Context: an optimization exercise on an open-source flow, tuned for small area. The choices shown serve that exercise and are no tape-out recipe. The RTL was checked by simulation tests, not by an equivalence proof against the original design. Power figures rest on the tool's default switching activity, not on a simulated workload.

==> flow/design.v (excerpt) <==
module qspi_cmd_router (
  input  logic        clk,
  input  logic        reset,
  input  logic        spi_clk,
  input  logic        spi_cs,
  input  logic        spi_di,
  output logic        spi_do,
  output logic        spi_do_enable,
  output logic [1:0]  ram_cs,
  input  logic [1:0]  ram_di,
  output logic [7:0]  cmd_out,
  output logic [31:0] addr_out,
  output logic [11:0] len_out,
  output logic        cmd_strobe,
  output logic [7:0]  sr,
  input  logic [7:0]  sr_in,
  input  logic        sr_in_strobe,
  output logic [7:0]  wbuf_data,
  output logic        wbuf_valid,
  input  logic        wbuf_ready,
  output logic        wbuf_overflow,
  output logic        addr4
);
  localparam logic [2:0] S_IDLE   = 3'd0;
  localparam logic [2:0] S_CMD    = 3'd1;
  localparam logic [2:0] S_ADDR   = 3'd2;
  localparam logic [2:0] S_DUMMY  = 3'd3;
  localparam logic [2:0] S_TX     = 3'd4;
  localparam logic [2:0] S_RX     = 3'd5;
  localparam logic [2:0] S_IGNORE = 3'd6;
  logic [2:0]  r_sclk_pipe;
  logic [2:0]  r_cs_pipe;
  logic [1:0]  r_di_pipe;
  logic [2:0]  r_state;
  logic [2:0]  r_bit_cnt;
  logic [6:0]  r_shift;       
  logic [31:0] r_addr;        
  logic        r_addr_done;
  logic [7:0]  r_opcode;
  logic        r_wel_at_op;
  logic [11:0] r_len;
  logic        r_spi_do;
  logic        r_spi_do_en;
  logic [1:0]  r_ram_cs;
  logic [7:0]  r_sr;
  logic        r_addr4;
  logic [7:0]  r_cmd_out;
  logic [31:0] r_addr_out;
  logic [11:0] r_len_out;
  logic        r_cmd_strobe;
  logic        r_push;
  logic [7:0]  r_push_data;
  logic        r_ovf_clr;
  logic [7:0]  r_ring [32];
  logic [5:0]  r_wp;
  logic [5:0]  r_rp;
  logic        r_pend;
  logic        r_overflow;
  logic        w_sclk_rise;
  logic        w_sclk_fall;
  logic        w_cs_rise;
  logic        w_cs_fall;
  logic        w_cs_high;
  logic        w_di;
  logic        w_run;
  logic        w_start;
  logic        w_rise;
  logic        w_op_end;
  logic        w_in_cmd;
  logic        w_in_addr;
  logic        w_in_tx;
  logic        w_in_rx;
  logic [7:0]  w_byte_next;
  logic        w_byte_done;
  logic        w_addr_last;
  logic        w_local_tx;
  logic [7:0]  w_tx_byte;
  logic [11:0] w_len_inc;
  ...
Size: ~420 flip-flops, ~93 I/O pins, roughly 14000 sq um of cells after synthesis.
==> flow/config.mk <==
export PLATFORM = sky130hd
export DESIGN_NAME = qspi_cmd_router
export DESIGN_NICKNAME = qspi_cmd_router
export VERILOG_FILES = /design/flow/design.v
export SDC_FILE = /design/flow/constraint.sdc
export NUM_CORES = 4
export LEC_CHECK = 0
export CAP_MARGIN = 20
export CORE_MARGIN = 2
export CORE_UTILIZATION = 40
export CTS_BUF_LIST = sky130_fd_sc_hd__clkbuf_16
export CTS_CLUSTER_DIAMETER = 60
export CTS_CLUSTER_SIZE = 26
export SLEW_MARGIN = 20
==> flow/constraint.sdc <==
create_clock -name core_clock -period 8.0 [get_ports {clk}]
set_input_delay 1.6000 -clock core_clock [delete_from_list [all_inputs] [get_ports {clk}]]
set_output_delay 1.6000 -clock core_clock [all_outputs]
set_load 0.01 [all_outputs]
run.sh (not shown) runs the stock make flow with config.mk's settings and CLKGATE_MAP_FILE= SYNTH_SCRIPT=/design/flow/synth_recipe.tcl, a recipe that flattens the netlist after the stock synthesis.
The starting point went through all stages and came out clean.
Change:
CTS_BUF_LIST = sky130_fd_sc_hd__clkbuf_4   (was sky130_fd_sc_hd__clkbuf_16)
CTS_CLUSTER_DIAMETER = not set   (was 60)
CTS_CLUSTER_SIZE = 20   (was 26)
Outcome:
- The changed run passed the timing, DRC and antenna checks
- fmax fell by a few percent
- area after synthesis is unchanged
- power goes up by a few percent
- worst hold slack hardly moves
- utilization climbs by 0.97 points
- final cell count is higher by a little under a tenth
- combinational power is about the same
- cell area grows by a few percent
- die area is unchanged
- sequential share of layout area goes down by 1.1 points
Change:
CORE_UTILIZATION = 70   (was 40)
CTS_BUF_LIST = not set   (was sky130_fd_sc_hd__clkbuf_4)
CTS_CLUSTER_SIZE = not set   (was 20)
The new run produced a clean layout. Cell count falls by about a fifth. Hold slack is better by 0.011 ns. Wire length falls by a few percent. Critical path depth does not change. First-iteration DRC count rises by well over a third. Flip-flop and latch count is unchanged.

v34:
qspi_cmd_router again, from the RTL that the note above started with.
clock: 8.0 ns
lec_check: 0
cap_margin: 20
core_margin: 2
core_utilization: 40
cts_buf_list: sky130_fd_sc_hd__clkbuf_16
cts_cluster_diameter: 80
cts_cluster_size: 30
slew_margin: 20
In summary, v34 completed successfully, with a layout that passed the timing, DRC and antenna checks.
What v15 does differently from v34 at the input level:
Settings: CTS_BUF_LIST now sky130_fd_sc_hd__clkbuf_8, was sky130_fd_sc_hd__clkbuf_16; CTS_CLUSTER_DIAMETER now 60, was 80; CTS_CLUSTER_SIZE now 18, was 30.
## What came out
Both conditions hold for v15: the flow ran to the end and the final layout passed the timing, DRC and antenna checks.
v34 ran to completion and came out clean on the timing, DRC and antenna checks.
Diff v34 -> v15: worst setup margin decreased by 0.037 ns relative to the old numbers, power higher, die span in x was more or less identical, length in cells of the worst reg-to-reg path now sits at about the same level, final cell count without fillers shows an increase of 26.
Post-synthesis adder-cell area fraction: v34 vs v15 identical
Compared with v34, in v15 global-route usage has increased; die area has remained practically unchanged; maximum clock frequency has decreased; slew at the pin closest to its max-slew limit has increased; via count of the first global-routing pass has increased.

port drivers added, routing unchanged:
In the flow no input, the clock included, has a driving cell. The finished layouts below were timed again as built, in two steps. Step 1, drivers: a clkbuf_16 drives clk and a buf_2 each remaining input, both assumed. Step 2 moves the port delays by t, midway between the first and last clock arrival at a register: inputs arrive t later, outputs are due t later. That takes back most of the time a late clock gives input paths. a / b / c = ideal ports / drivers / drivers and shift; a / b = the first two.
run | shift t [ns] | setup slack, ns | worst hold slack (ns)
the first run of note 1 | 0.617 | 2.443 / 2.396 / 3.013 | 0.313 / 0.313 / 0.313
the second run of note 1 | 0.778 | 2.290 / 2.246 / 3.024 | 0.315 / 0.315 / 0.315
the third run of note 1 | 0.566 | 2.461 / 2.415 / 2.981 | 0.326 / 0.326 / 0.326
v34 | 0.569 | 2.505 / 2.458 / 3.027 | 0.336 / 0.336 / 0.336
v15 | 0.587 | 2.469 / 2.426 / 3.012 | 0.330 / 0.330 / 0.330
After both steps setup and hold are still met in every run listed.
